Context: an optimization exercise on an open-source flow, tuned for small area, a short achievable clock period and few clock cycles per item. The choices shown serve that exercise and are no tape-out recipe. The RTL was checked by simulation tests, not by an equivalence proof against the original design. Power and IR drop assume default switching activity.

==> flow/design.v <==
module axi_block_bridge #(
  parameter int ADDR_WIDTH     = 64,
  parameter int AXI_DATA_WIDTH = 64,
  parameter int BLOCK_WIDTH    = 512
) (
  input  logic                        clk,
  input  logic                        arstn,
  input  logic                        i_start_read,
  input  logic                        i_start_write,
  input  logic [ADDR_WIDTH-1:0]       i_addr,
  input  logic [BLOCK_WIDTH-1:0]      i_data_block,
  output logic [BLOCK_WIDTH-1:0]      o_data_block,
  output logic                        o_read_last,
  output logic                        o_b_resp,
  output logic                        o_bus_error,
  output logic [ADDR_WIDTH-1:0]       m_araddr,
  output logic [7:0]                  m_arlen,
  output logic [2:0]                  m_arsize,
  output logic [1:0]                  m_arburst,
  output logic                        m_arvalid,
  input  logic                        m_arready,
  input  logic [AXI_DATA_WIDTH-1:0]   m_rdata,
  input  logic [1:0]                  m_rresp,
  input  logic                        m_rlast,
  input  logic                        m_rvalid,
  output logic                        m_rready,
  output logic [ADDR_WIDTH-1:0]       m_awaddr,
  output logic [7:0]                  m_awlen,
  output logic [2:0]                  m_awsize,
  output logic [1:0]                  m_awburst,
  output logic                        m_awvalid,
  input  logic                        m_awready,
  output logic [AXI_DATA_WIDTH-1:0]   m_wdata,
  output logic [AXI_DATA_WIDTH/8-1:0] m_wstrb,
  output logic                        m_wlast,
  output logic                        m_wvalid,
  input  logic                        m_wready,
  input  logic [1:0]                  m_bresp,
  input  logic                        m_bvalid,
  output logic                        m_bready
);
  localparam int BEATS = BLOCK_WIDTH / AXI_DATA_WIDTH;
  localparam int OFF_W = $clog2(BLOCK_WIDTH / 8);
  localparam logic [7:0] AX_LEN  = 8'(BEATS - 1);
  localparam logic [2:0] AX_SIZE = 3'($clog2(AXI_DATA_WIDTH / 8));
  logic                                 busy_q, wbusy_q, apend_q;
  logic                                 arvalid_q, rready_q, rdone_q;
  logic                                 awvalid_q, wvalid_q, bready_q;
  logic [BEATS-1:0]                     rptr_q, wptr_q;
  logic [ADDR_WIDTH-1:OFF_W]            addr_q;
  logic [AXI_DATA_WIDTH-1:0]            wcur_q, wnext;
  logic [BEATS-1:1][AXI_DATA_WIDTH-1:0] wbuf_q;
  logic [BEATS-1:0][AXI_DATA_WIDTH-1:0] rblk_q;
  logic                                 acc_w, acc_r, r_hs, b_hs, r_end, w_end;
  logic                                 arvalid_d, awvalid_d, wvalid_d;
  assign acc_w = !busy_q && i_start_write;
  assign acc_r = !busy_q && !i_start_write && i_start_read;
  assign r_hs  = m_rvalid && rready_q;
  assign b_hs  = m_bvalid && bready_q;
  assign r_end = m_rvalid && rptr_q[BEATS-1];
  assign w_end = m_wready && wptr_q[BEATS-1];
  assign arvalid_d = acc_r || (arvalid_q && !m_arready);
  assign awvalid_d = acc_w || (awvalid_q && !m_awready);
  assign wvalid_d  = acc_w || (wvalid_q && !w_end);
  always_ff @(posedge clk or negedge arstn) begin
    if (!arstn) begin
      busy_q    <= 1'b0;
      wbusy_q   <= 1'b0;
      apend_q   <= 1'b0;
      arvalid_q <= 1'b0;
      rready_q  <= 1'b0;
      rdone_q   <= 1'b0;
      awvalid_q <= 1'b0;
      wvalid_q  <= 1'b0;
      bready_q  <= 1'b0;
      rptr_q    <= '0;
      wptr_q    <= '0;
    end else begin
      busy_q    <= busy_q ? !(rdone_q || b_hs) : (i_start_write || i_start_read);
      wbusy_q   <= acc_w || (wbusy_q && !b_hs);
      apend_q   <= arvalid_d || awvalid_d;
      arvalid_q <= arvalid_d;
      rready_q  <= (arvalid_q && m_arready) || (rready_q && !r_end);
      rdone_q   <= r_end;
      awvalid_q <= awvalid_d;
      wvalid_q  <= wvalid_d;
      bready_q  <= (bready_q && !m_bvalid) ||
                   (!awvalid_d && !wvalid_d && (awvalid_q || wvalid_q));
      if (acc_r)     rptr_q <= BEATS'(1);
      else if (r_hs) rptr_q <= rptr_q << 1;
      if (acc_w)         wptr_q <= BEATS'(1);
      else if (m_wready) wptr_q <= wptr_q << 1;
    end
  end
  always_comb begin
    wnext = '0;
    for (int k = 1; k < BEATS; k++)
      wnext = wnext | ({AXI_DATA_WIDTH{wptr_q[k-1]}} & wbuf_q[k]);
  end
  always_ff @(posedge clk) begin
    if (!wbusy_q) begin
      wbuf_q <= i_data_block[BLOCK_WIDTH-1:AXI_DATA_WIDTH];
      wcur_q <= i_data_block[AXI_DATA_WIDTH-1:0];
    end else if (m_wready) begin
      wcur_q <= wnext;
    end
    if (!apend_q) addr_q <= i_addr[ADDR_WIDTH-1:OFF_W];
  end
  always_ff @(posedge clk or negedge arstn) begin
    if (!arstn) rblk_q <= '0;
    else begin
      for (int k = 0; k < BEATS; k++)
        if (rptr_q[k]) rblk_q[k] <= m_rdata;
    end
  end
  assign o_data_block = rblk_q;
  assign o_read_last  = rdone_q;
  assign o_b_resp     = b_hs;
  assign m_arvalid = arvalid_q;
  assign m_rready  = rready_q;
  assign m_awvalid = awvalid_q;
  assign m_wvalid  = wvalid_q;
  assign m_bready  = bready_q;
  assign m_wdata   = wcur_q;
  assign m_wlast   = wptr_q[BEATS-1];
  assign m_wstrb   = '1;
  assign m_araddr  = {addr_q, {OFF_W{1'b0}}};
  assign m_arlen   = AX_LEN;
  assign m_arsize  = AX_SIZE;
  assign m_arburst = 2'b01;
  assign m_awaddr  = {addr_q, {OFF_W{1'b0}}};
  assign m_awlen   = AX_LEN;
  assign m_awsize  = AX_SIZE;
  assign m_awburst = 2'b01;
  logic err_q;
  always_ff @(posedge clk or negedge arstn) begin
    if (!arstn) err_q <= 1'b0;
    else if ((r_hs && m_rresp != 2'b00) || (b_hs && m_bresp != 2'b00)) err_q <= 1'b1;
  end
  assign o_bus_error = err_q;
  logic unused_in;
  assign unused_in = &{1'b0, m_rlast, i_addr[OFF_W-1:0]};
endmodule
Settings: LEC_CHECK=0, CAP_MARGIN=20, CORE_AREA=3 3 307 307, CTS_CLUSTER_DIAMETER=70, CTS_CLUSTER_SIZE=25, DIE_AREA=0 0 310 310, SETUP_SLACK_MARGIN=2.7, SLEW_MARGIN=20; clock period 5.0 ns.
standard.sh (not shown) runs the stock make flow with config.mk's settings and CLKGATE_MAP_FILE= SYNTH_SCRIPT=/design/flow/synth_recipe.tcl, a recipe that flattens the netlist after the stock synthesis.
==> flow/flow/run.sh <==
#!/bin/bash
# The standard ORFS layout, with plain buffers on the ports instead of the delay cells
# buffer_ports picks by default, and the top and bottom pins on met2 and met4, so the die
# can be small. Every ORFS step keeps its own log under orfs/logs/; make's output goes to
# make.log.
set -euo pipefail
bash standard.sh \
  BUFFER_PORTS_ARGS="-buffer_cell sky130_fd_sc_hd__buf_1" \
  IO_PLACER_V="met2 met4" \
  finish > make.log 2>&1
Testbench counts at the start, summed over its fixed seeds: cycles 45,951, items 3,200.
==> next run, changes <==
- SETUP_SLACK_MARGIN: 2.7 -> 2.6
Outcome: Sequential power stays flat; die area stays the same; power went down by a few percent.
==> next run, changes <==
- SETUP_SLACK_MARGIN: 2.6 -> 2.45
Effect: Non-clock buffer count drops by 4. Hold slack is better by 0.0047 ns. Power is about the same. Combinational power stays flat. Worst setup slack is worse by 0.092 ns. Via count hardly moves. Clock skew drops by 0.0086 ns.

==> re-timing with driven ports <==
Ports are ideal in the flow. The routed layouts listed here were re-timed in OpenROAD.
Step 1, drivers: a clkbuf_16 drives clk and a buf_2 each remaining input, both assumed.
Step 2 moves the port delays by t, midway between the first and last clock arrival at a register: inputs arrive t later, outputs are due t later. That takes back most of the time a late clock gives input paths.
Three values: ideal ports, drivers, drivers and shift; two values: the first two.
| run | shift t [ns] | setup slack, ns | clock arrival spread, ns | worst data-port slew with drivers (ns) |
|---|---|---|---|---|
| the first run | 0.745 | 2.552 / 2.445 / 2.030 | 0.056 / 0.056 | 0.18 |
| the second run | 0.748 | 2.565 / 2.476 / 2.024 | 0.062 / 0.063 | 0.18 |
| the third run | 0.746 | 2.474 / 2.373 / 1.786 | 0.057 / 0.057 | 0.20 |
After both steps every run listed still meets setup and hold. The setup slack of the third run, which loses most, moves by -0.101 ns with the drivers and by -0.688 ns with both steps.
